Background: an optimization exercise with open tools, aiming at small area, a short achievable clock period and few clock cycles per item. Do not read the settings as production practice. At most, simulation tests tie the RTL to the original design; equivalence was not proved. Function not checked in run 2: the RTL went through the layout flow alone.

==> flow/design.v, too long to show whole: its modules and the start of the top module <==
// module fmul_fa: 10 lines
// module fmul_bsel8: 14 lines
// module fmul_pg: 11 lines
// module fmul_g: 8 lines
// module fmul_and: 7 lines
// module fmul_bsel2: 10 lines
// module fmul_ha: 9 lines
// module fmul_bsel: 10 lines
// module fmul_top: 1482 lines
module fmul_top (
  input  logic        clk,
  input  logic        rst_n,
  input  logic [31:0] op_a,
  input  logic [31:0] op_b,
  input  logic        start,
  input  logic        ready_in,
  output logic        valid_out,
  output logic        ready_out,
  output logic [31:0] result,
  output logic [3:0]  flags
);
  // ...
==> flow/flow/run.sh <==
#!/bin/bash
# The standard layout (the standard.sh: ORFS synthesis to finish), with the
# ports buffered by sky130_fd_sc_hd__buf_2 instead of the flow's default pick.
set -euo pipefail
bash standard.sh 'BUFFER_PORTS_ARGS=-buffer_cell sky130_fd_sc_hd__buf_2'  finish > orfs_make.log 2>&1
==> flow/standard.sh <==
#!/bin/bash
# synth_recipe.tcl (not shown) runs the flow's synth.tcl, then flattens the netlist and writes it again
# the make line also repeats each setting of config.mk as NAME=value (left out here)
make -C /OpenROAD-flow-scripts/flow DESIGN_CONFIG=/design/flow/config.mk WORK_HOME=/design/flow/orfs CLKGATE_MAP_FILE= SYNTH_SCRIPT=/design/flow/synth_recipe.tcl "${@:-finish}"
==> flow/config.mk <==
export PLATFORM = sky130hd
export DESIGN_NAME = fmul_top
export DESIGN_NICKNAME = fmul_top
export VERILOG_FILES = /design/flow/design.v
export SDC_FILE = /design/flow/constraint.sdc
export NUM_CORES = 4
export LEC_CHECK = 0
export ABC_CLOCK_PERIOD_IN_PS = 3500
export CAP_MARGIN = 20
export CORE_MARGIN = 2
export CORE_UTILIZATION = 40
export SETUP_SLACK_MARGIN = 4.7
export SLEW_MARGIN = 20
export SYNTH_HIERARCHICAL = 1
export SYNTH_MINIMUM_KEEP_SIZE = 0
export TNS_END_PERCENT = 0
==> flow/constraint.sdc <==
create_clock -name core_clock -period 8.0 [get_ports {clk}]
set_input_delay 1.6000 -clock core_clock [delete_from_list [all_inputs] [get_ports {clk}]]
set_output_delay 1.6000 -clock core_clock [all_outputs]
set_load 0.01 [all_outputs]
==> impl_results.md, run 1 <==
- # DRC: 0
- Worst R2R Start: b1_fa[18]
- Total CTS buffers: 28
- Latest clock arrival within the worst-skew pair: 0.58 ns
- Placed cells: 2955
- Die area: 60800 sq um
- Final core occ: 46.6%
- FF-to-FF End: b2_r1[22]
- Status: no timing/DRC/antenna violations
- Met2 GRT Util: 35.9%
- CP max-delay cell: edfxtp_1
- Largest regs: b2_r0: 48 flops, b2_r1: 47 flops
- Initial antenna violation count: 2
- CP arrival: 2.38 ns
- CP max stage delay: 0.54 ns
- Largest Register: b2_r0
- Antenna-violating nets left: 0
- H-tree depth: 1
- Chip height: 247 um
- Multi-input comb cells: 1670
- # fillers: 5408
- Vias in the first global route: 18463
- CP startpoint: h_inc2
- Yosys warns: 7
- Crit share post-route: 49.8%
- Commonest cells after routing, fill and taps aside: xnor2_1 (328), a22oi_1 (265), fa_1 (255), edfxtp_1 (225), and2_1 (137)
- Initial DRC count: 1513
- Clock network area share: 3.24%
- Met1 GRT Util: 29.6%
- CTS Root Cell: clkbuf_16
Testbench counts, summed over its fixed seeds: cycles 8,024, items 8,000.
==> run 2: changes to the inputs <==
--- a/flow/design.v
+++ b/flow/design.v
@@ -130,267 +130,306 @@
     for (int j = 0; j < 11; j++) s0_bn[j] = s0_by[2*j+2];
   end
   logic adv;
   logic v1, v2, vh;
   assign adv       = ~vh | ready_in;
   assign ready_out = adv;
   logic [22:0] b1_fa;
   logic [11:0] b1_bo, b1_bt;
+  logic [11:0] b1_bon, b1_btn;
   logic [10:0] b1_bn;
   logic [9:0]  b1_esum;
   logic        b1_sign, b1_spec, b1_inf, b1_nan;
   always_ff @(posedge clk or negedge rst_n) begin
     if (!rst_n) v1 <= 1'b0;
     else if (adv) v1 <= start;
   end
   always_ff @(posedge clk) begin
     if (adv) begin
       b1_fa   <= op_a[22:0];
+      b1_bon  <= ~s0_bo;
+      b1_btn  <= ~s0_bt;
       b1_bo   <= s0_bo;
       b1_bt   <= s0_bt;
       b1_bn   <= s0_bn;
       b1_esum <= s0_esum;
       b1_sign <= s0_sign;
       b1_spec <= s0_spec;
       b1_inf  <= s0_inf;
       b1_nan  <= s0_nan;
     end
   end
   logic [24:0] bx1, bx2;
   assign bx1 = {1'b0, 1'b1, b1_fa};
   assign bx2 = {1'b1, b1_fa, 1'b0};
   logic bo0, bt0, bn0;
   assign bo0 = b1_bo[0];
   assign bt0 = b1_bt[0];
+  logic boh0, bth0;
+  assign boh0 = ~b1_bon[0];
+  assign bth0 = ~b1_btn[0];
   assign bn0 = b1_bn[0];
   logic bo1, bt1, bn1;
   assign bo1 = b1_bo[1];
   assign bt1 = b1_bt[1];
+  logic boh1, bth1;
+  assign boh1 = ~b1_bon[1];
+  assign bth1 = ~b1_btn[1];
   assign bn1 = b1_bn[1];
   logic bo2, bt2, bn2;
   assign bo2 = b1_bo[2];
   assign bt2 = b1_bt[2];
+  logic boh2, bth2;
+  assign boh2 = ~b1_bon[2];
+  assign bth2 = ~b1_btn[2];
   assign bn2 = b1_bn[2];
   logic bo3, bt3, bn3;
   assign bo3 = b1_bo[3];
   assign bt3 = b1_bt[3];
+  logic boh3, bth3;
+  assign boh3 = ~b1_bon[3];
+  assign bth3 = ~b1_btn[3];
   assign bn3 = b1_bn[3];
   logic bo4, bt4, bn4;
   assign bo4 = b1_bo[4];
   assign bt4 = b1_bt[4];
+  logic boh4, bth4;
+  assign boh4 = ~b1_bon[4];
+  assign bth4 = ~b1_btn[4];
   assign bn4 = b1_bn[4];
   logic bo5, bt5, bn5;
   assign bo5 = b1_bo[5];
   assign bt5 = b1_bt[5];
+  logic boh5, bth5;
+  assign boh5 = ~b1_bon[5];
+  assign bth5 = ~b1_btn[5];
   assign bn5 = b1_bn[5];
   logic bo6, bt6, bn6;
   assign bo6 = b1_bo[6];
   assign bt6 = b1_bt[6];
+  logic boh6, bth6;
+  assign boh6 = ~b1_bon[6];
+  assign bth6 = ~b1_btn[6];
   assign bn6 = b1_bn[6];
   logic bo7, bt7, bn7;
   assign bo7 = b1_bo[7];
   assign bt7 = b1_bt[7];
+  logic boh7, bth7;
+  assign boh7 = ~b1_bon[7];
+  assign bth7 = ~b1_btn[7];
   assign bn7 = b1_bn[7];
   logic bo8, bt8, bn8;
   assign bo8 = b1_bo[8];
   assign bt8 = b1_bt[8];
+  logic boh8, bth8;
+  assign boh8 = ~b1_bon[8];
+  assign bth8 = ~b1_btn[8];
   assign bn8 = b1_bn[8];
   logic bo9, bt9, bn9;
   assign bo9 = b1_bo[9];
   assign bt9 = b1_bt[9];
+  logic boh9, bth9;
+  assign boh9 = ~b1_bon[9];
+  assign bth9 = ~b1_btn[9];
   assign bn9 = b1_bn[9];
   logic bo10, bt10, bn10;
   assign bo10 = b1_bo[10];
   assign bt10 = b1_bt[10];
+  logic boh10, bth10;
+  assign boh10 = ~b1_bon[10];
+  assign bth10 = ~b1_btn[10];
   assign bn10 = b1_bn[10];
   logic bo11, bt11, bn11;
   assign bo11 = b1_bo[11];
   assign bt11 = b1_bt[11];
+  logic boh11, bth11;
+  assign boh11 = ~b1_bon[11];
+  assign bth11 = ~b1_btn[11];
   assign bn11 = 1'b1;
   logic [24:0] pp0;
   assign pp0[0] = ((bo0 & bx1[0]) | (bt0 & bx2[0])) ^ bn0;
   fmul_bsel2 u_pp0_1 (.x1(bx1[2:1]), .x0(bx2[2:1]), .one(bo0), .two(bt0), .neg(bn0), .p(pp0[2:1]));
   fmul_bsel2 u_pp0_3 (.x1(bx1[4:3]), .x0(bx2[4:3]), .one(bo0), .two(bt0), .neg(bn0), .p(pp0[4:3]));
   fmul_bsel2 u_pp0_5 (.x1(bx1[6:5]), .x0(bx2[6:5]), .one(bo0), .two(bt0), .neg(bn0), .p(pp0[6:5]));
   fmul_bsel2 u_pp0_7 (.x1(bx1[8:7]), .x0(bx2[8:7]), .one(bo0), .two(bt0), .neg(bn0), .p(pp0[8:7]));
   fmul_bsel2 u_pp0_9 (.x1(bx1[10:9]), .x0(bx2[10:9]), .one(bo0), .two(bt0), .neg(bn0), .p(pp0[10:9]));
   fmul_bsel2 u_pp0_11 (.x1(bx1[12:11]), .x0(bx2[12:11]), .one(bo0), .two(bt0), .neg(bn0), .p(pp0[12:11]));
-  fmul_bsel2 u_pp0_13 (.x1(bx1[14:13]), .x0(bx2[14:13]), .one(bo0), .two(bt0), .neg(bn0), .p(pp0[14:13]));
-  fmul_bsel2 u_pp0_15 (.x1(bx1[16:15]), .x0(bx2[16:15]), .one(bo0), .two(bt0), .neg(bn0), .p(pp0[16:15]));
-  fmul_bsel2 u_pp0_17 (.x1(bx1[18:17]), .x0(bx2[18:17]), .one(bo0), .two(bt0), .neg(bn0), .p(pp0[18:17]));
-  fmul_bsel2 u_pp0_19 (.x1(bx1[20:19]), .x0(bx2[20:19]), .one(bo0), .two(bt0), .neg(bn0), .p(pp0[20:19]));
-  fmul_bsel2 u_pp0_21 (.x1(bx1[22:21]), .x0(bx2[22:21]), .one(bo0), .two(bt0), .neg(bn0), .p(pp0[22:21]));
-  assign pp0[23] = ((bo0 & bx1[23]) | (bt0 & bx2[23])) ^ bn0;
-  assign pp0[24] = ((bo0 & bx1[24]) | (bt0 & bx2[24])) ^ bn0;
+  fmul_bsel2 u_pp0_13 (.x1(bx1[14:13]), .x0(bx2[14:13]), .one(boh0), .two(bth0), .neg(bn0), .p(pp0[14:13]));
+  fmul_bsel2 u_pp0_15 (.x1(bx1[16:15]), .x0(bx2[16:15]), .one(boh0), .two(bth0), .neg(bn0), .p(pp0[16:15]));
+  fmul_bsel2 u_pp0_17 (.x1(bx1[18:17]), .x0(bx2[18:17]), .one(boh0), .two(bth0), .neg(bn0), .p(pp0[18:17]));
+  fmul_bsel2 u_pp0_19 (.x1(bx1[20:19]), .x0(bx2[20:19]), .one(boh0), .two(bth0), .neg(bn0), .p(pp0[20:19]));
+  fmul_bsel2 u_pp0_21 (.x1(bx1[22:21]), .x0(bx2[22:21]), .one(boh0), .two(bth0), .neg(bn0), .p(pp0[22:21]));
+  assign pp0[23] = ((boh0 & bx1[23]) | (bth0 & bx2[23])) ^ bn0;
+  assign pp0[24] = ((boh0 & bx1[24]) | (bth0 & bx2[24])) ^ bn0;
   logic [24:0] pp1;
   assign pp1[0] = ((bo1 & bx1[0]) | (bt1 & bx2[0])) ^ bn1;
   fmul_bsel2 u_pp1_1 (.x1(bx1[2:1]), .x0(bx2[2:1]), .one(bo1), .two(bt1), .neg(bn1), .p(pp1[2:1]));
   fmul_bsel2 u_pp1_3 (.x1(bx1[4:3]), .x0(bx2[4:3]), .one(bo1), .two(bt1), .neg(bn1), .p(pp1[4:3]));
   fmul_bsel2 u_pp1_5 (.x1(bx1[6:5]), .x0(bx2[6:5]), .one(bo1), .two(bt1), .neg(bn1), .p(pp1[6:5]));
   fmul_bsel2 u_pp1_7 (.x1(bx1[8:7]), .x0(bx2[8:7]), .one(bo1), .two(bt1), .neg(bn1), .p(pp1[8:7]));
   fmul_bsel2 u_pp1_9 (.x1(bx1[10:9]), .x0(bx2[10:9]), .one(bo1), .two(bt1), .neg(bn1), .p(pp1[10:9]));
   fmul_bsel2 u_pp1_11 (.x1(bx1[12:11]), .x0(bx2[12:11]), .one(bo1), .two(bt1), .neg(bn1), .p(pp1[12:11]));
-  fmul_bsel2 u_pp1_13 (.x1(bx1[14:13]), .x0(bx2[14:13]), .one(bo1), .two(bt1), .neg(bn1), .p(pp1[14:13]));
-  fmul_bsel2 u_pp1_15 (.x1(bx1[16:15]), .x0(bx2[16:15]), .one(bo1), .two(bt1), .neg(bn1), .p(pp1[16:15]));
-  fmul_bsel2 u_pp1_17 (.x1(bx1[18:17]), .x0(bx2[18:17]), .one(bo1), .two(bt1), .neg(bn1), .p(pp1[18:17]));
-  fmul_bsel2 u_pp1_19 (.x1(bx1[20:19]), .x0(bx2[20:19]), .one(bo1), .two(bt1), .neg(bn1), .p(pp1[20:19]));
-  fmul_bsel2 u_pp1_21 (.x1(bx1[22:21]), .x0(bx2[22:21]), .one(bo1), .two(bt1), .neg(bn1), .p(pp1[22:21]));
-  assign pp1[23] = ((bo1 & bx1[23]) | (bt1 & bx2[23])) ^ bn1;
-  assign pp1[24] = ((bo1 & bx1[24]) | (bt1 & bx2[24])) ^ bn1;
+  fmul_bsel2 u_pp1_13 (.x1(bx1[14:13]), .x0(bx2[14:13]), .one(boh1), .two(bth1), .neg(bn1), .p(pp1[14:13]));
+  fmul_bsel2 u_pp1_15 (.x1(bx1[16:15]), .x0(bx2[16:15]), .one(boh1), .two(bth1), .neg(bn1), .p(pp1[16:15]));
+  fmul_bsel2 u_pp1_17 (.x1(bx1[18:17]), .x0(bx2[18:17]), .one(boh1), .two(bth1), .neg(bn1), .p(pp1[18:17]));
+  fmul_bsel2 u_pp1_19 (.x1(bx1[20:19]), .x0(bx2[20:19]), .one(boh1), .two(bth1), .neg(bn1), .p(pp1[20:19]));
+  fmul_bsel2 u_pp1_21 (.x1(bx1[22:21]), .x0(bx2[22:21]), .one(boh1), .two(bth1), .neg(bn1), .p(pp1[22:21]));
+  assign pp1[23] = ((boh1 & bx1[23]) | (bth1 & bx2[23])) ^ bn1;
+  assign pp1[24] = ((boh1 & bx1[24]) | (bth1 & bx2[24])) ^ bn1;
   logic [24:0] pp2;
   assign pp2[0] = ((bo2 & bx1[0]) | (bt2 & bx2[0])) ^ bn2;
   fmul_bsel2 u_pp2_1 (.x1(bx1[2:1]), .x0(bx2[2:1]), .one(bo2), .two(bt2), .neg(bn2), .p(pp2[2:1]));
   fmul_bsel2 u_pp2_3 (.x1(bx1[4:3]), .x0(bx2[4:3]), .one(bo2), .two(bt2), .neg(bn2), .p(pp2[4:3]));
   fmul_bsel2 u_pp2_5 (.x1(bx1[6:5]), .x0(bx2[6:5]), .one(bo2), .two(bt2), .neg(bn2), .p(pp2[6:5]));
   fmul_bsel2 u_pp2_7 (.x1(bx1[8:7]), .x0(bx2[8:7]), .one(bo2), .two(bt2), .neg(bn2), .p(pp2[8:7]));
   fmul_bsel2 u_pp2_9 (.x1(bx1[10:9]), .x0(bx2[10:9]), .one(bo2), .two(bt2), .neg(bn2), .p(pp2[10:9]));
   fmul_bsel2 u_pp2_11 (.x1(bx1[12:11]), .x0(bx2[12:11]), .one(bo2), .two(bt2), .neg(bn2), .p(pp2[12:11]));
-  fmul_bsel2 u_pp2_13 (.x1(bx1[14:13]), .x0(bx2[14:13]), .one(bo2), .two(bt2), .neg(bn2), .p(pp2[14:13]));
-  fmul_bsel2 u_pp2_15 (.x1(bx1[16:15]), .x0(bx2[16:15]), .one(bo2), .two(bt2), .neg(bn2), .p(pp2[16:15]));
-  fmul_bsel2 u_pp2_17 (.x1(bx1[18:17]), .x0(bx2[18:17]), .one(bo2), .two(bt2), .neg(bn2), .p(pp2[18:17]));
-  fmul_bsel2 u_pp2_19 (.x1(bx1[20:19]), .x0(bx2[20:19]), .one(bo2), .two(bt2), .neg(bn2), .p(pp2[20:19]));
-  fmul_bsel2 u_pp2_21 (.x1(bx1[22:21]), .x0(bx2[22:21]), .one(bo2), .two(bt2), .neg(bn2), .p(pp2[22:21]));
-  assign pp2[23] = ((bo2 & bx1[23]) | (bt2 & bx2[23])) ^ bn2;
-  assign pp2[24] = ((bo2 & bx1[24]) | (bt2 & bx2[24])) ^ bn2;
+  fmul_bsel2 u_pp2_13 (.x1(bx1[14:13]), .x0(bx2[14:13]), .one(boh2), .two(bth2), .neg(bn2), .p(pp2[14:13]));
+  fmul_bsel2 u_pp2_15 (.x1(bx1[16:15]), .x0(bx2[16:15]), .one(boh2), .two(bth2), .neg(bn2), .p(pp2[16:15]));
+  fmul_bsel2 u_pp2_17 (.x1(bx1[18:17]), .x0(bx2[18:17]), .one(boh2), .two(bth2), .neg(bn2), .p(pp2[18:17]));
+  fmul_bsel2 u_pp2_19 (.x1(bx1[20:19]), .x0(bx2[20:19]), .one(boh2), .two(bth2), .neg(bn2), .p(pp2[20:19]));
+  fmul_bsel2 u_pp2_21 (.x1(bx1[22:21]), .x0(bx2[22:21]), .one(boh2), .two(bth2), .neg(bn2), .p(pp2[22:21]));
+  assign pp2[23] = ((boh2 & bx1[23]) | (bth2 & bx2[23])) ^ bn2;
+  assign pp2[24] = ((boh2 & bx1[24]) | (bth2 & bx2[24])) ^ bn2;
   logic [24:0] pp3;
   assign pp3[0] = ((bo3 & bx1[0]) | (bt3 & bx2[0])) ^ bn3;
   fmul_bsel2 u_pp3_1 (.x1(bx1[2:1]), .x0(bx2[2:1]), .one(bo3), .two(bt3), .neg(bn3), .p(pp3[2:1]));
   fmul_bsel2 u_pp3_3 (.x1(bx1[4:3]), .x0(bx2[4:3]), .one(bo3), .two(bt3), .neg(bn3), .p(pp3[4:3]));
   fmul_bsel2 u_pp3_5 (.x1(bx1[6:5]), .x0(bx2[6:5]), .one(bo3), .two(bt3), .neg(bn3), .p(pp3[6:5]));
   fmul_bsel2 u_pp3_7 (.x1(bx1[8:7]), .x0(bx2[8:7]), .one(bo3), .two(bt3), .neg(bn3), .p(pp3[8:7]));
   fmul_bsel2 u_pp3_9 (.x1(bx1[10:9]), .x0(bx2[10:9]), .one(bo3), .two(bt3), .neg(bn3), .p(pp3[10:9]));
   fmul_bsel2 u_pp3_11 (.x1(bx1[12:11]), .x0(bx2[12:11]), .one(bo3), .two(bt3), .neg(bn3), .p(pp3[12:11]));
-  fmul_bsel2 u_pp3_13 (.x1(bx1[14:13]), .x0(bx2[14:13]), .one(bo3), .two(bt3), .neg(bn3), .p(pp3[14:13]));
-  fmul_bsel2 u_pp3_15 (.x1(bx1[16:15]), .x0(bx2[16:15]), .one(bo3), .two(bt3), .neg(bn3), .p(pp3[16:15]));
-  fmul_bsel2 u_pp3_17 (.x1(bx1[18:17]), .x0(bx2[18:17]), .one(bo3), .two(bt3), .neg(bn3), .p(pp3[18:17]));
-  fmul_bsel2 u_pp3_19 (.x1(bx1[20:19]), .x0(bx2[20:19]), .one(bo3), .two(bt3), .neg(bn3), .p(pp3[20:19]));
-  fmul_bsel2 u_pp3_21 (.x1(bx1[22:21]), .x0(bx2[22:21]), .one(bo3), .two(bt3), .neg(bn3), .p(pp3[22:21]));
-  assign pp3[23] = ((bo3 & bx1[23]) | (bt3 & bx2[23])) ^ bn3;
-  assign pp3[24] = ((bo3 & bx1[24]) | (bt3 & bx2[24])) ^ bn3;
+  fmul_bsel2 u_pp3_13 (.x1(bx1[14:13]), .x0(bx2[14:13]), .one(boh3), .two(bth3), .neg(bn3), .p(pp3[14:13]));
+  fmul_bsel2 u_pp3_15 (.x1(bx1[16:15]), .x0(bx2[16:15]), .one(boh3), .two(bth3), .neg(bn3), .p(pp3[16:15]));
+  fmul_bsel2 u_pp3_17 (.x1(bx1[18:17]), .x0(bx2[18:17]), .one(boh3), .two(bth3), .neg(bn3), .p(pp3[18:17]));
+  fmul_bsel2 u_pp3_19 (.x1(bx1[20:19]), .x0(bx2[20:19]), .one(boh3), .two(bth3), .neg(bn3), .p(pp3[20:19]));
+  fmul_bsel2 u_pp3_21 (.x1(bx1[22:21]), .x0(bx2[22:21]), .one(boh3), .two(bth3), .neg(bn3), .p(pp3[22:21]));
+  assign pp3[23] = ((boh3 & bx1[23]) | (bth3 & bx2[23])) ^ bn3;
+  assign pp3[24] = ((boh3 & bx1[24]) | (bth3 & bx2[24])) ^ bn3;
   logic [24:0] pp4;
   assign pp4[0] = ((bo4 & bx1[0]) | (bt4 & bx2[0])) ^ bn4;
   fmul_bsel2 u_pp4_1 (.x1(bx1[2:1]), .x0(bx2[2:1]), .one(bo4), .two(bt4), .neg(bn4), .p(pp4[2:1]));
   fmul_bsel2 u_pp4_3 (.x1(bx1[4:3]), .x0(bx2[4:3]), .one(bo4), .two(bt4), .neg(bn4), .p(pp4[4:3]));
   fmul_bsel2 u_pp4_5 (.x1(bx1[6:5]), .x0(bx2[6:5]), .one(bo4), .two(bt4), .neg(bn4), .p(pp4[6:5]));
   fmul_bsel2 u_pp4_7 (.x1(bx1[8:7]), .x0(bx2[8:7]), .one(bo4), .two(bt4), .neg(bn4), .p(pp4[8:7]));
   fmul_bsel2 u_pp4_9 (.x1(bx1[10:9]), .x0(bx2[10:9]), .one(bo4), .two(bt4), .neg(bn4), .p(pp4[10:9]));
   fmul_bsel2 u_pp4_11 (.x1(bx1[12:11]), .x0(bx2[12:11]), .one(bo4), .two(bt4), .neg(bn4), .p(pp4[12:11]));
-  fmul_bsel2 u_pp4_13 (.x1(bx1[14:13]), .x0(bx2[14:13]), .one(bo4), .two(bt4), .neg(bn4), .p(pp4[14:13]));
-  fmul_bsel2 u_pp4_15 (.x1(bx1[16:15]), .x0(bx2[16:15]), .one(bo4), .two(bt4), .neg(bn4), .p(pp4[16:15]));
-  fmul_bsel2 u_pp4_17 (.x1(bx1[18:17]), .x0(bx2[18:17]), .one(bo4), .two(bt4), .neg(bn4), .p(pp4[18:17]));
-  fmul_bsel2 u_pp4_19 (.x1(bx1[20:19]), .x0(bx2[20:19]), .one(bo4), .two(bt4), .neg(bn4), .p(pp4[20:19]));
-  fmul_bsel2 u_pp4_21 (.x1(bx1[22:21]), .x0(bx2[22:21]), .one(bo4), .two(bt4), .neg(bn4), .p(pp4[22:21]));
-  assign pp4[23] = ((bo4 & bx1[23]) | (bt4 & bx2[23])) ^ bn4;
-  assign pp4[24] = ((bo4 & bx1[24]) | (bt4 & bx2[24])) ^ bn4;
+  fmul_bsel2 u_pp4_13 (.x1(bx1[14:13]), .x0(bx2[14:13]), .one(boh4), .two(bth4), .neg(bn4), .p(pp4[14:13]));
+  fmul_bsel2 u_pp4_15 (.x1(bx1[16:15]), .x0(bx2[16:15]), .one(boh4), .two(bth4), .neg(bn4), .p(pp4[16:15]));
+  fmul_bsel2 u_pp4_17 (.x1(bx1[18:17]), .x0(bx2[18:17]), .one(boh4), .two(bth4), .neg(bn4), .p(pp4[18:17]));
+  fmul_bsel2 u_pp4_19 (.x1(bx1[20:19]), .x0(bx2[20:19]), .one(boh4), .two(bth4), .neg(bn4), .p(pp4[20:19]));
+  fmul_bsel2 u_pp4_21 (.x1(bx1[22:21]), .x0(bx2[22:21]), .one(boh4), .two(bth4), .neg(bn4), .p(pp4[22:21]));
+  assign pp4[23] = ((boh4 & bx1[23]) | (bth4 & bx2[23])) ^ bn4;
+  assign pp4[24] = ((boh4 & bx1[24]) | (bth4 & bx2[24])) ^ bn4;
   logic [24:0] pp5;
   assign pp5[0] = ((bo5 & bx1[0]) | (bt5 & bx2[0])) ^ bn5;
   fmul_bsel2 u_pp5_1 (.x1(bx1[2:1]), .x0(bx2[2:1]), .one(bo5), .two(bt5), .neg(bn5), .p(pp5[2:1]));
   fmul_bsel2 u_pp5_3 (.x1(bx1[4:3]), .x0(bx2[4:3]), .one(bo5), .two(bt5), .neg(bn5), .p(pp5[4:3]));
   fmul_bsel2 u_pp5_5 (.x1(bx1[6:5]), .x0(bx2[6:5]), .one(bo5), .two(bt5), .neg(bn5), .p(pp5[6:5]));
   fmul_bsel2 u_pp5_7 (.x1(bx1[8:7]), .x0(bx2[8:7]), .one(bo5), .two(bt5), .neg(bn5), .p(pp5[8:7]));
   fmul_bsel2 u_pp5_9 (.x1(bx1[10:9]), .x0(bx2[10:9]), .one(bo5), .two(bt5), .neg(bn5), .p(pp5[10:9]));
   fmul_bsel2 u_pp5_11 (.x1(bx1[12:11]), .x0(bx2[12:11]), .one(bo5), .two(bt5), .neg(bn5), .p(pp5[12:11]));
-  fmul_bsel2 u_pp5_13 (.x1(bx1[14:13]), .x0(bx2[14:13]), .one(bo5), .two(bt5), .neg(bn5), .p(pp5[14:13]));
-  fmul_bsel2 u_pp5_15 (.x1(bx1[16:15]), .x0(bx2[16:15]), .one(bo5), .two(bt5), .neg(bn5), .p(pp5[16:15]));
-  fmul_bsel2 u_pp5_17 (.x1(bx1[18:17]), .x0(bx2[18:17]), .one(bo5), .two(bt5), .neg(bn5), .p(pp5[18:17]));
-  fmul_bsel2 u_pp5_19 (.x1(bx1[20:19]), .x0(bx2[20:19]), .one(bo5), .two(bt5), .neg(bn5), .p(pp5[20:19]));
-  fmul_bsel2 u_pp5_21 (.x1(bx1[22:21]), .x0(bx2[22:21]), .one(bo5), .two(bt5), .neg(bn5), .p(pp5[22:21]));
-  assign pp5[23] = ((bo5 & bx1[23]) | (bt5 & bx2[23])) ^ bn5;
-  assign pp5[24] = ((bo5 & bx1[24]) | (bt5 & bx2[24])) ^ bn5;
+  fmul_bsel2 u_pp5_13 (.x1(bx1[14:13]), .x0(bx2[14:13]), .one(boh5), .two(bth5), .neg(bn5), .p(pp5[14:13]));
+  fmul_bsel2 u_pp5_15 (.x1(bx1[16:15]), .x0(bx2[16:15]), .one(boh5), .two(bth5), .neg(bn5), .p(pp5[16:15]));
+  fmul_bsel2 u_pp5_17 (.x1(bx1[18:17]), .x0(bx2[18:17]), .one(boh5), .two(bth5), .neg(bn5), .p(pp5[18:17]));
+  fmul_bsel2 u_pp5_19 (.x1(bx1[20:19]), .x0(bx2[20:19]), .one(boh5), .two(bth5), .neg(bn5), .p(pp5[20:19]));
+  fmul_bsel2 u_pp5_21 (.x1(bx1[22:21]), .x0(bx2[22:21]), .one(boh5), .two(bth5), .neg(bn5), .p(pp5[22:21]));
+  assign pp5[23] = ((boh5 & bx1[23]) | (bth5 & bx2[23])) ^ bn5;
+  assign pp5[24] = ((boh5 & bx1[24]) | (bth5 & bx2[24])) ^ bn5;
   logic [24:0] pp6;
   assign pp6[0] = ((bo6 & bx1[0]) | (bt6 & bx2[0])) ^ bn6;
   fmul_bsel2 u_pp6_1 (.x1(bx1[2:1]), .x0(bx2[2:1]), .one(bo6), .two(bt6), .neg(bn6), .p(pp6[2:1]));
   fmul_bsel2 u_pp6_3 (.x1(bx1[4:3]), .x0(bx2[4:3]), .one(bo6), .two(bt6), .neg(bn6), .p(pp6[4:3]));
   fmul_bsel2 u_pp6_5 (.x1(bx1[6:5]), .x0(bx2[6:5]), .one(bo6), .two(bt6), .neg(bn6), .p(pp6[6:5]));
   fmul_bsel2 u_pp6_7 (.x1(bx1[8:7]), .x0(bx2[8:7]), .one(bo6), .two(bt6), .neg(bn6), .p(pp6[8:7]));
   fmul_bsel2 u_pp6_9 (.x1(bx1[10:9]), .x0(bx2[10:9]), .one(bo6), .two(bt6), .neg(bn6), .p(pp6[10:9]));
   fmul_bsel2 u_pp6_11 (.x1(bx1[12:11]), .x0(bx2[12:11]), .one(bo6), .two(bt6), .neg(bn6), .p(pp6[12:11]));
-  fmul_bsel2 u_pp6_13 (.x1(bx1[14:13]), .x0(bx2[14:13]), .one(bo6), .two(bt6), .neg(bn6), .p(pp6[14:13]));
-  fmul_bsel2 u_pp6_15 (.x1(bx1[16:15]), .x0(bx2[16:15]), .one(bo6), .two(bt6), .neg(bn6), .p(pp6[16:15]));
-  fmul_bsel2 u_pp6_17 (.x1(bx1[18:17]), .x0(bx2[18:17]), .one(bo6), .two(bt6), .neg(bn6), .p(pp6[18:17]));
-  fmul_bsel2 u_pp6_19 (.x1(bx1[20:19]), .x0(bx2[20:19]), .one(bo6), .two(bt6), .neg(bn6), .p(pp6[20:19]));
-  fmul_bsel2 u_pp6_21 (.x1(bx1[22:21]), .x0(bx2[22:21]), .one(bo6), .two(bt6), .neg(bn6), .p(pp6[22:21]));
-  assign pp6[23] = ((bo6 & bx1[23]) | (bt6 & bx2[23])) ^ bn6;
-  assign pp6[24] = ((bo6 & bx1[24]) | (bt6 & bx2[24])) ^ bn6;
+  fmul_bsel2 u_pp6_13 (.x1(bx1[14:13]), .x0(bx2[14:13]), .one(boh6), .two(bth6), .neg(bn6), .p(pp6[14:13]));
+  fmul_bsel2 u_pp6_15 (.x1(bx1[16:15]), .x0(bx2[16:15]), .one(boh6), .two(bth6), .neg(bn6), .p(pp6[16:15]));
+  fmul_bsel2 u_pp6_17 (.x1(bx1[18:17]), .x0(bx2[18:17]), .one(boh6), .two(bth6), .neg(bn6), .p(pp6[18:17]));
+  fmul_bsel2 u_pp6_19 (.x1(bx1[20:19]), .x0(bx2[20:19]), .one(boh6), .two(bth6), .neg(bn6), .p(pp6[20:19]));
+  fmul_bsel2 u_pp6_21 (.x1(bx1[22:21]), .x0(bx2[22:21]), .one(boh6), .two(bth6), .neg(bn6), .p(pp6[22:21]));
+  assign pp6[23] = ((boh6 & bx1[23]) | (bth6 & bx2[23])) ^ bn6;
+  assign pp6[24] = ((boh6 & bx1[24]) | (bth6 & bx2[24])) ^ bn6;
   logic [24:0] pp7;
   assign pp7[0] = ((bo7 & bx1[0]) | (bt7 & bx2[0])) ^ bn7;
   fmul_bsel2 u_pp7_1 (.x1(bx1[2:1]), .x0(bx2[2:1]), .one(bo7), .two(bt7), .neg(bn7), .p(pp7[2:1]));
   fmul_bsel2 u_pp7_3 (.x1(bx1[4:3]), .x0(bx2[4:3]), .one(bo7), .two(bt7), .neg(bn7), .p(pp7[4:3]));
   fmul_bsel2 u_pp7_5 (.x1(bx1[6:5]), .x0(bx2[6:5]), .one(bo7), .two(bt7), .neg(bn7), .p(pp7[6:5]));
   fmul_bsel2 u_pp7_7 (.x1(bx1[8:7]), .x0(bx2[8:7]), .one(bo7), .two(bt7), .neg(bn7), .p(pp7[8:7]));
   fmul_bsel2 u_pp7_9 (.x1(bx1[10:9]), .x0(bx2[10:9]), .one(bo7), .two(bt7), .neg(bn7), .p(pp7[10:9]));
   fmul_bsel2 u_pp7_11 (.x1(bx1[12:11]), .x0(bx2[12:11]), .one(bo7), .two(bt7), .neg(bn7), .p(pp7[12:11]));
-  fmul_bsel2 u_pp7_13 (.x1(bx1[14:13]), .x0(bx2[14:13]), .one(bo7), .two(bt7), .neg(bn7), .p(pp7[14:13]));
-  fmul_bsel2 u_pp7_15 (.x1(bx1[16:15]), .x0(bx2[16:15]), .one(bo7), .two(bt7), .neg(bn7), .p(pp7[16:15]));
-  fmul_bsel2 u_pp7_17 (.x1(bx1[18:17]), .x0(bx2[18:17]), .one(bo7), .two(bt7), .neg(bn7), .p(pp7[18:17]));
-  fmul_bsel2 u_pp7_19 (.x1(bx1[20:19]), .x0(bx2[20:19]), .one(bo7), .two(bt7), .neg(bn7), .p(pp7[20:19]));
-  fmul_bsel2 u_pp7_21 (.x1(bx1[22:21]), .x0(bx2[22:21]), .one(bo7), .two(bt7), .neg(bn7), .p(pp7[22:21]));
-  assign pp7[23] = ((bo7 & bx1[23]) | (bt7 & bx2[23])) ^ bn7;
-  assign pp7[24] = ((bo7 & bx1[24]) | (bt7 & bx2[24])) ^ bn7;
+  fmul_bsel2 u_pp7_13 (.x1(bx1[14:13]), .x0(bx2[14:13]), .one(boh7), .two(bth7), .neg(bn7), .p(pp7[14:13]));
+  fmul_bsel2 u_pp7_15 (.x1(bx1[16:15]), .x0(bx2[16:15]), .one(boh7), .two(bth7), .neg(bn7), .p(pp7[16:15]));
+  fmul_bsel2 u_pp7_17 (.x1(bx1[18:17]), .x0(bx2[18:17]), .one(boh7), .two(bth7), .neg(bn7), .p(pp7[18:17]));
+  fmul_bsel2 u_pp7_19 (.x1(bx1[20:19]), .x0(bx2[20:19]), .one(boh7), .two(bth7), .neg(bn7), .p(pp7[20:19]));
+  fmul_bsel2 u_pp7_21 (.x1(bx1[22:21]), .x0(bx2[22:21]), .one(boh7), .two(bth7), .neg(bn7), .p(pp7[22:21]));
+  assign pp7[23] = ((boh7 & bx1[23]) | (bth7 & bx2[23])) ^ bn7;
+  assign pp7[24] = ((boh7 & bx1[24]) | (bth7 & bx2[24])) ^ bn7;
   logic [24:0] pp8;
   assign pp8[0] = ((bo8 & bx1[0]) | (bt8 & bx2[0])) ^ bn8;
   fmul_bsel2 u_pp8_1 (.x1(bx1[2:1]), .x0(bx2[2:1]), .one(bo8), .two(bt8), .neg(bn8), .p(pp8[2:1]));
   fmul_bsel2 u_pp8_3 (.x1(bx1[4:3]), .x0(bx2[4:3]), .one(bo8), .two(bt8), .neg(bn8), .p(pp8[4:3]));
   fmul_bsel2 u_pp8_5 (.x1(bx1[6:5]), .x0(bx2[6:5]), .one(bo8), .two(bt8), .neg(bn8), .p(pp8[6:5]));
   fmul_bsel2 u_pp8_7 (.x1(bx1[8:7]), .x0(bx2[8:7]), .one(bo8), .two(bt8), .neg(bn8), .p(pp8[8:7]));
   fmul_bsel2 u_pp8_9 (.x1(bx1[10:9]), .x0(bx2[10:9]), .one(bo8), .two(bt8), .neg(bn8), .p(pp8[10:9]));
   fmul_bsel2 u_pp8_11 (.x1(bx1[12:11]), .x0(bx2[12:11]), .one(bo8), .two(bt8), .neg(bn8), .p(pp8[12:11]));
-  fmul_bsel2 u_pp8_13 (.x1(bx1[14:13]), .x0(bx2[14:13]), .one(bo8), .two(bt8), .neg(bn8), .p(pp8[14:13]));
-  fmul_bsel2 u_pp8_15 (.x1(bx1[16:15]), .x0(bx2[16:15]), .one(bo8), .two(bt8), .neg(bn8), .p(pp8[16:15]));
-  fmul_bsel2 u_pp8_17 (.x1(bx1[18:17]), .x0(bx2[18:17]), .one(bo8), .two(bt8), .neg(bn8), .p(pp8[18:17]));
-  fmul_bsel2 u_pp8_19 (.x1(bx1[20:19]), .x0(bx2[20:19]), .one(bo8), .two(bt8), .neg(bn8), .p(pp8[20:19]));
-  fmul_bsel2 u_pp8_21 (.x1(bx1[22:21]), .x0(bx2[22:21]), .one(bo8), .two(bt8), .neg(bn8), .p(pp8[22:21]));
-  assign pp8[23] = ((bo8 & bx1[23]) | (bt8 & bx2[23])) ^ bn8;
-  assign pp8[24] = ((bo8 & bx1[24]) | (bt8 & bx2[24])) ^ bn8;
+  fmul_bsel2 u_pp8_13 (.x1(bx1[14:13]), .x0(bx2[14:13]), .one(boh8), .two(bth8), .neg(bn8), .p(pp8[14:13]));
+  fmul_bsel2 u_pp8_15 (.x1(bx1[16:15]), .x0(bx2[16:15]), .one(boh8), .two(bth8), .neg(bn8), .p(pp8[16:15]));
+  fmul_bsel2 u_pp8_17 (.x1(bx1[18:17]), .x0(bx2[18:17]), .one(boh8), .two(bth8), .neg(bn8), .p(pp8[18:17]));
+  fmul_bsel2 u_pp8_19 (.x1(bx1[20:19]), .x0(bx2[20:19]), .one(boh8), .two(bth8), .neg(bn8), .p(pp8[20:19]));
+  fmul_bsel2 u_pp8_21 (.x1(bx1[22:21]), .x0(bx2[22:21]), .one(boh8), .two(bth8), .neg(bn8), .p(pp8[22:21]));
+  assign pp8[23] = ((boh8 & bx1[23]) | (bth8 & bx2[23])) ^ bn8;
+  assign pp8[24] = ((boh8 & bx1[24]) | (bth8 & bx2[24])) ^ bn8;
   logic [24:0] pp9;
   assign pp9[0] = ((bo9 & bx1[0]) | (bt9 & bx2[0])) ^ bn9;
   fmul_bsel2 u_pp9_1 (.x1(bx1[2:1]), .x0(bx2[2:1]), .one(bo9), .two(bt9), .neg(bn9), .p(pp9[2:1]));
   fmul_bsel2 u_pp9_3 (.x1(bx1[4:3]), .x0(bx2[4:3]), .one(bo9), .two(bt9), .neg(bn9), .p(pp9[4:3]));
   fmul_bsel2 u_pp9_5 (.x1(bx1[6:5]), .x0(bx2[6:5]), .one(bo9), .two(bt9), .neg(bn9), .p(pp9[6:5]));
   fmul_bsel2 u_pp9_7 (.x1(bx1[8:7]), .x0(bx2[8:7]), .one(bo9), .two(bt9), .neg(bn9), .p(pp9[8:7]));
   fmul_bsel2 u_pp9_9 (.x1(bx1[10:9]), .x0(bx2[10:9]), .one(bo9), .two(bt9), .neg(bn9), .p(pp9[10:9]));
   fmul_bsel2 u_pp9_11 (.x1(bx1[12:11]), .x0(bx2[12:11]), .one(bo9), .two(bt9), .neg(bn9), .p(pp9[12:11]));
-  fmul_bsel2 u_pp9_13 (.x1(bx1[14:13]), .x0(bx2[14:13]), .one(bo9), .two(bt9), .neg(bn9), .p(pp9[14:13]));
-  fmul_bsel2 u_pp9_15 (.x1(bx1[16:15]), .x0(bx2[16:15]), .one(bo9), .two(bt9), .neg(bn9), .p(pp9[16:15]));
-  fmul_bsel2 u_pp9_17 (.x1(bx1[18:17]), .x0(bx2[18:17]), .one(bo9), .two(bt9), .neg(bn9), .p(pp9[18:17]));
-  fmul_bsel2 u_pp9_19 (.x1(bx1[20:19]), .x0(bx2[20:19]), .one(bo9), .two(bt9), .neg(bn9), .p(pp9[20:19]));
-  fmul_bsel2 u_pp9_21 (.x1(bx1[22:21]), .x0(bx2[22:21]), .one(bo9), .two(bt9), .neg(bn9), .p(pp9[22:21]));
-  assign pp9[23] = ((bo9 & bx1[23]) | (bt9 & bx2[23])) ^ bn9;
-  assign pp9[24] = ((bo9 & bx1[24]) | (bt9 & bx2[24])) ^ bn9;
+  fmul_bsel2 u_pp9_13 (.x1(bx1[14:13]), .x0(bx2[14:13]), .one(boh9), .two(bth9), .neg(bn9), .p(pp9[14:13]));
+  fmul_bsel2 u_pp9_15 (.x1(bx1[16:15]), .x0(bx2[16:15]), .one(boh9), .two(bth9), .neg(bn9), .p(pp9[16:15]));
+  fmul_bsel2 u_pp9_17 (.x1(bx1[18:17]), .x0(bx2[18:17]), .one(boh9), .two(bth9), .neg(bn9), .p(pp9[18:17]));
+  fmul_bsel2 u_pp9_19 (.x1(bx1[20:19]), .x0(bx2[20:19]), .one(boh9), .two(bth9), .neg(bn9), .p(pp9[20:19]));
+  fmul_bsel2 u_pp9_21 (.x1(bx1[22:21]), .x0(bx2[22:21]), .one(boh9), .two(bth9), .neg(bn9), .p(pp9[22:21]));
+  assign pp9[23] = ((boh9 & bx1[23]) | (bth9 & bx2[23])) ^ bn9;
+  assign pp9[24] = ((boh9 & bx1[24]) | (bth9 & bx2[24])) ^ bn9;
   logic [24:0] pp10;
   assign pp10[0] = ((bo10 & bx1[0]) | (bt10 & bx2[0])) ^ bn10;
   fmul_bsel2 u_pp10_1 (.x1(bx1[2:1]), .x0(bx2[2:1]), .one(bo10), .two(bt10), .neg(bn10), .p(pp10[2:1]));
   fmul_bsel2 u_pp10_3 (.x1(bx1[4:3]), .x0(bx2[4:3]), .one(bo10), .two(bt10), .neg(bn10), .p(pp10[4:3]));
   fmul_bsel2 u_pp10_5 (.x1(bx1[6:5]), .x0(bx2[6:5]), .one(bo10), .two(bt10), .neg(bn10), .p(pp10[6:5]));
   fmul_bsel2 u_pp10_7 (.x1(bx1[8:7]), .x0(bx2[8:7]), .one(bo10), .two(bt10), .neg(bn10), .p(pp10[8:7]));
   fmul_bsel2 u_pp10_9 (.x1(bx1[10:9]), .x0(bx2[10:9]), .one(bo10), .two(bt10), .neg(bn10), .p(pp10[10:9]));
   fmul_bsel2 u_pp10_11 (.x1(bx1[12:11]), .x0(bx2[12:11]), .one(bo10), .two(bt10), .neg(bn10), .p(pp10[12:11]));
-  fmul_bsel2 u_pp10_13 (.x1(bx1[14:13]), .x0(bx2[14:13]), .one(bo10), .two(bt10), .neg(bn10), .p(pp10[14:13]));
-  fmul_bsel2 u_pp10_15 (.x1(bx1[16:15]), .x0(bx2[16:15]), .one(bo10), .two(bt10), .neg(bn10), .p(pp10[16:15]));
-  fmul_bsel2 u_pp10_17 (.x1(bx1[18:17]), .x0(bx2[18:17]), .one(bo10), .two(bt10), .neg(bn10), .p(pp10[18:17]));
-  fmul_bsel2 u_pp10_19 (.x1(bx1[20:19]), .x0(bx2[20:19]), .one(bo10), .two(bt10), .neg(bn10), .p(pp10[20:19]));
-  fmul_bsel2 u_pp10_21 (.x1(bx1[22:21]), .x0(bx2[22:21]), .one(bo10), .two(bt10), .neg(bn10), .p(pp10[22:21]));
-  assign pp10[23] = ((bo10 & bx1[23]) | (bt10 & bx2[23])) ^ bn10;
-  assign pp10[24] = ((bo10 & bx1[24]) | (bt10 & bx2[24])) ^ bn10;
+  fmul_bsel2 u_pp10_13 (.x1(bx1[14:13]), .x0(bx2[14:13]), .one(boh10), .two(bth10), .neg(bn10), .p(pp10[14:13]));
+  fmul_bsel2 u_pp10_15 (.x1(bx1[16:15]), .x0(bx2[16:15]), .one(boh10), .two(bth10), .neg(bn10), .p(pp10[16:15]));
+  fmul_bsel2 u_pp10_17 (.x1(bx1[18:17]), .x0(bx2[18:17]), .one(boh10), .two(bth10), .neg(bn10), .p(pp10[18:17]));
+  fmul_bsel2 u_pp10_19 (.x1(bx1[20:19]), .x0(bx2[20:19]), .one(boh10), .two(bth10), .neg(bn10), .p(pp10[20:19]));
+  fmul_bsel2 u_pp10_21 (.x1(bx1[22:21]), .x0(bx2[22:21]), .one(boh10), .two(bth10), .neg(bn10), .p(pp10[22:21]));
+  assign pp10[23] = ((boh10 & bx1[23]) | (bth10 & bx2[23])) ^ bn10;
+  assign pp10[24] = ((boh10 & bx1[24]) | (bth10 & bx2[24])) ^ bn10;
   logic [24:0] pp11;
   assign pp11[0] = ((bo11 & bx1[0]) | (bt11 & bx2[0])) ^ bn11;
   fmul_bsel2 u_pp11_1 (.x1(bx1[2:1]), .x0(bx2[2:1]), .one(bo11), .two(bt11), .neg(bn11), .p(pp11[2:1]));
   fmul_bsel2 u_pp11_3 (.x1(bx1[4:3]), .x0(bx2[4:3]), .one(bo11), .two(bt11), .neg(bn11), .p(pp11[4:3]));
   fmul_bsel2 u_pp11_5 (.x1(bx1[6:5]), .x0(bx2[6:5]), .one(bo11), .two(bt11), .neg(bn11), .p(pp11[6:5]));
   fmul_bsel2 u_pp11_7 (.x1(bx1[8:7]), .x0(bx2[8:7]), .one(bo11), .two(bt11), .neg(bn11), .p(pp11[8:7]));
   fmul_bsel2 u_pp11_9 (.x1(bx1[10:9]), .x0(bx2[10:9]), .one(bo11), .two(bt11), .neg(bn11), .p(pp11[10:9]));
   fmul_bsel2 u_pp11_11 (.x1(bx1[12:11]), .x0(bx2[12:11]), .one(bo11), .two(bt11), .neg(bn11), .p(pp11[12:11]));
-  fmul_bsel2 u_pp11_13 (.x1(bx1[14:13]), .x0(bx2[14:13]), .one(bo11), .two(bt11), .neg(bn11), .p(pp11[14:13]));
-  fmul_bsel2 u_pp11_15 (.x1(bx1[16:15]), .x0(bx2[16:15]), .one(bo11), .two(bt11), .neg(bn11), .p(pp11[16:15]));
-  fmul_bsel2 u_pp11_17 (.x1(bx1[18:17]), .x0(bx2[18:17]), .one(bo11), .two(bt11), .neg(bn11), .p(pp11[18:17]));
-  fmul_bsel2 u_pp11_19 (.x1(bx1[20:19]), .x0(bx2[20:19]), .one(bo11), .two(bt11), .neg(bn11), .p(pp11[20:19]));
-  fmul_bsel2 u_pp11_21 (.x1(bx1[22:21]), .x0(bx2[22:21]), .one(bo11), .two(bt11), .neg(bn11), .p(pp11[22:21]));
-  assign pp11[23] = ((bo11 & bx1[23]) | (bt11 & bx2[23])) ^ bn11;
-  assign pp11[24] = ((bo11 & bx1[24]) | (bt11 & bx2[24])) ^ bn11;
+  fmul_bsel2 u_pp11_13 (.x1(bx1[14:13]), .x0(bx2[14:13]), .one(boh11), .two(bth11), .neg(bn11), .p(pp11[14:13]));
+  fmul_bsel2 u_pp11_15 (.x1(bx1[16:15]), .x0(bx2[16:15]), .one(boh11), .two(bth11), .neg(bn11), .p(pp11[16:15]));
+  fmul_bsel2 u_pp11_17 (.x1(bx1[18:17]), .x0(bx2[18:17]), .one(boh11), .two(bth11), .neg(bn11), .p(pp11[18:17]));
+  fmul_bsel2 u_pp11_19 (.x1(bx1[20:19]), .x0(bx2[20:19]), .one(boh11), .two(bth11), .neg(bn11), .p(pp11[20:19]));
+  fmul_bsel2 u_pp11_21 (.x1(bx1[22:21]), .x0(bx2[22:21]), .one(boh11), .two(bth11), .neg(bn11), .p(pp11[22:21]));
+  assign pp11[23] = ((boh11 & bx1[23]) | (bth11 & bx2[23])) ^ bn11;
+  assign pp11[24] = ((boh11 & bx1[24]) | (bth11 & bx2[24])) ^ bn11;
   logic hs1, hc2;
   fmul_ha u_hs1 (.a(pp0[16]), .b(pp1[14]), .s(hs1), .co(hc2));
   logic hs3, hc4;
   fmul_ha u_hs3 (.a(pp0[17]), .b(pp1[15]), .s(hs3), .co(hc4));
   logic fs5, fc6;
   fmul_fa u_fs5 (.a(pp0[18]), .b(pp1[16]), .c(pp2[14]), .s(fs5), .co(fc6));
   logic hs7, hc8;
   fmul_ha u_hs7 (.a(pp3[12]), .b(pp4[10]), .s(hs7), .co(hc8));
==> flow/config.mk (replaced) <==
export PLATFORM = sky130hd
export DESIGN_NAME = fmul_top
export DESIGN_NICKNAME = fmul_top
export VERILOG_FILES = /design/flow/design.v
export SDC_FILE = /design/flow/constraint.sdc
export NUM_CORES = 4
export LEC_CHECK = 0
export ABC_CLOCK_PERIOD_IN_PS = 3500
export CAP_MARGIN = 20
export CORE_MARGIN = 2
export CORE_UTILIZATION = 40
export SETUP_SLACK_MARGIN = 4.4
export SLEW_MARGIN = 20
export SYNTH_HIERARCHICAL = 1
export SYNTH_MINIMUM_KEEP_SIZE = 0
export TNS_END_PERCENT = 0
==> impl_results.md, run 2 <==
- CTS tree: built (unchanged)
- Crit Path Max Fanout: 13 (was 6)
- Total CTS buffers: 29 (was 28)
- Antenna-violating nets left: 0 (unchanged)
- Largest net degree at the start of global routing: 76 (was 77)
- Min Tclk post-route: 4.00 ns (was 3.98 ns)
- CP delay by family, top: adder cells (was flip-flops)
- Via count: 17538 (was 17608)
- Post-route cell area: 27400 sq um (was 27000 sq um)
- Chip height: 251 um (was 247 um)
- CP max-delay cell: edfxtp_1 (unchanged)
- # IOs: 106 (unchanged)
- Initial DRC count: 1677 (was 1513)
- Largest regs: b2_r0: 48 flops, b2_r1: 47 flops (unchanged)
- Port Buffers: 105 (unchanged)
- # DRC: 0 (unchanged)
- Final Max Tran Viols: 0 (unchanged)
- Placed cells: 3024 (was 2955)
- TritonRoute pass-1 iters: 6 (was 7)
- Worst hold path type: reg -> reg (unchanged)
- GP Congestion: 0.891 (was 0.847)
- Layout cells sized above 1: 10.9% (was 14.3%)
- Gr usage total: 21.1% (was 22.3%)
- Mean Syn Cell Area: 11.5 sq um (about the same)
- # nets final: 2742 (was 2708)
- Vias per inst: 5.67 (was 5.79)
- Actual slew at the worst max-slew pin: 1.07 ns (was 1.04 ns)
- Post-Synthesis Cells: 2112 (was 2039)
- CTS Root Cell: clkbuf_16 (unchanged)
- Die X: 251 um (was 247 um)
- Setup TNS: 0 ns (unchanged)
- Row cnt: 90 (was 88)
- Max reg flops: 48 (unchanged)
- Initial core utilization: 40.4% (was 40.6%)
- # fillers: 5546 (was 5408)
- Crit share post-route: 50.1% (was 49.8%)
- Ant. Diodes: 0 (unchanged)
- Commonest cells after routing, fill and taps aside: xnor2_1 (352), a22oi_1 (264), fa_1 (255), edfxtp_1 (249), inv_1 (177) (was xnor2_1 (328), a22oi_1 (265), fa_1 (255), edfxtp_1 (225), and2_1 (137))
- Final Hold Viols: 0 (unchanged)
- Max Clk Rate: 250 MHz (was 251 MHz)
- Vias in the first global route: 18316 (was 18463)
- CORE AREA: 60200 sq um (was 57900 sq um)
- Most used cell, CP: fa_1
- Max_cap viols: 0 (unchanged)
- HPWL after DPL: 47000 um (was 42900 um)
- Yosys warns: 7 (unchanged)
- Startpoint Class: flop (unchanged)
- Commonest non-fill, non-tap cell in the layout: xnor2_1 (unchanged)
- Grt total ovfl: 0 (unchanged)
- Critical Path Sink Type: flop (was output port)
- Dpl cell area: 26100 sq um (was 25400 sq um)
- Die area: 62800 sq um (was 60800 sq um)
- Multi-input logic area: 16200 sq um (was 16500 sq um)
- Reg clk slew, reported paths: 0.06 ns (about the same)
- CTS Hold Buffers Added: 0 (unchanged)
- Non-Filler Instances: 3093 (was 3043)
- Latest clock arrival within the worst-skew pair: 0.59 ns (was 0.58 ns)
- Layout area overhead: 12.5% (was 14.7%)
- First-pass GRT wire length: 105000 um (about the same)
- CP arrival: 4.31 ns (was 2.38 ns)
- Buf+Inv Stages, Crit Path: 0 (was 3)
- H-tree depth: 1 (unchanged)
- Synthesized area: 24300 sq um (was 23500 sq um)
- Max Clock Skew: 0.0369 ns (was 0.0241 ns)
- Crit Path Class: reg -> reg (was reg -> out)
- Final setup viols: 0 (unchanged)
- Final WL: 67000 um (was 67900 um)
- Initial antenna violation count: 0 (was 2)
- Largest Register: b2_r0 (unchanged)
- Unrepaired setup endpoints after global routing: true (unchanged)
- Max Root-Sink Buffers: 3 (unchanged)
- Routed WL per cell: 21.7 um (was 22.3 um)
- CTS sink cnt: 252 (was 228)
- Worst-path cell chain: a22oi_1, xnor2_1, fa_1, fa_1, fa_1, fa_1, fa_1 (was buf_4, inv_2, fa_2, nand3b_1, xor2_1, o21ai_0, buf_2)
- Register area: 7550 sq um (was 6830 sq um)
- Final core occ: 45.4% (was 46.6%)
- Status: no timing/DRC/antenna violations (unchanged)
- Data required, critical path: 8.31 ns (was 6.40 ns)
- CP max stage delay: 0.86 ns (was 0.54 ns)
- Slew margin rel.: 28.5% (was 29.8%)
## run 2: routing by layer
| layer | share of wire [%] | vias up | track usage, % |
|---|---|---|---|
| li1 | - | 7904 | - |
| met1 | 45 | 8714 | 30.4 |
| met2 | 44 | 813 | 32.5 |
| met3 | 8.1 | 107 | 3.66 |
| met4 | 2.4 | 0 | 6.24 |
| met5 | 0 | - | 0 |
## run 2: cell type report
class	count	share of cell area [%]
Sequential cell	252	27.6
Clock buffer	33	2.71
Multi-Input combinational cell	1670	59.3
Timing Repair Buffer	159	3.85
Tap cell	782	3.58
Clock inverter	19	0.549
Inverter	178	2.44
## run 2: path summary, 6_finish.rpt
path | start | to | slack, ns | cells past startpoint
min in group asynchronous | rst_n | v1 | 0.79 | 1
worst max-delay path | b1_bo[7] | b2_r1[23] | 4.00 | 7
max in group asynchronous | rst_n | vh | 7.10 | 1
worst min-delay path | b2_inf | h_inf | 0.42 | 0
worst min register to register | b2_inf | h_inf | 0.42 | 0
worst max register to register | b1_bo[7] | b2_r1[23] | 4.00 | 7
## run 2: per-stage QoR
step	hold slack [ns]	worst slack, ns
2_1_floorplan	0.400	3.01
3_3_place_gp	0.403	3.35
3_5_place_dp	0.409	3.22
4_1_cts	0.422	3.95
5_1_grt	0.432	3.85
6_report	0.419	4.00
## run 2: timing repair
action,in CTS,in global routing
endpoints found under the setup margin,118,171
endpoints found under the hold margin,0,0
gates resized for setup,25,26
buffers inserted,8,5
pin swaps,6,8
gates cloned,2,2
## run 2: worst reg2reg max path: cells and delay by family (launching register included)
| family | cells | cell delay, ns |
|---|---|---|
| AO/OA/AOI/OAI | 1 | 0.25 |
| flip-flops | 1 | 0.86 |
| XOR/XNOR | 1 | 0.25 |
| adder cells (fa/ha/maj) | 5 | 2.36 |

[afterwards: timing with drivers on the ports]
How much do the figures lean on ideal ports? The routed layouts below were timed once more, with nothing changed but the port constraints.
Step 1: set_driving_cell puts a clkbuf_16 on clk and a buf_2 on each other input, an assumption about the parent block.
Step 2, shift: input delay + t, output delay - t, t = (earliest + latest rising clock arrival at the registers) / 2. This alone moves slack from input paths to output paths.
a / b / c = ideal / step 1 / step 2; a / b = the first two.
| run | shift t [ns] | setup slack, ns | hold slack, ns | latest minus earliest clock arrival (ns) |
|---|---|---|---|---|
| run 1 | 0.626 | 4.020 / 3.960 / 3.997 | 0.421 / 0.421 / 0.421 | 0.025 / 0.024 |
| run 2 | 0.631 | 3.995 / 3.958 / 3.931 | 0.419 / 0.419 / 0.419 | 0.037 / 0.037 |
After both steps every run listed still meets setup and hold. For run 2, which loses most, drivers alone change the setup slack by -0.037 ns; drivers and shift together by -0.064 ns.
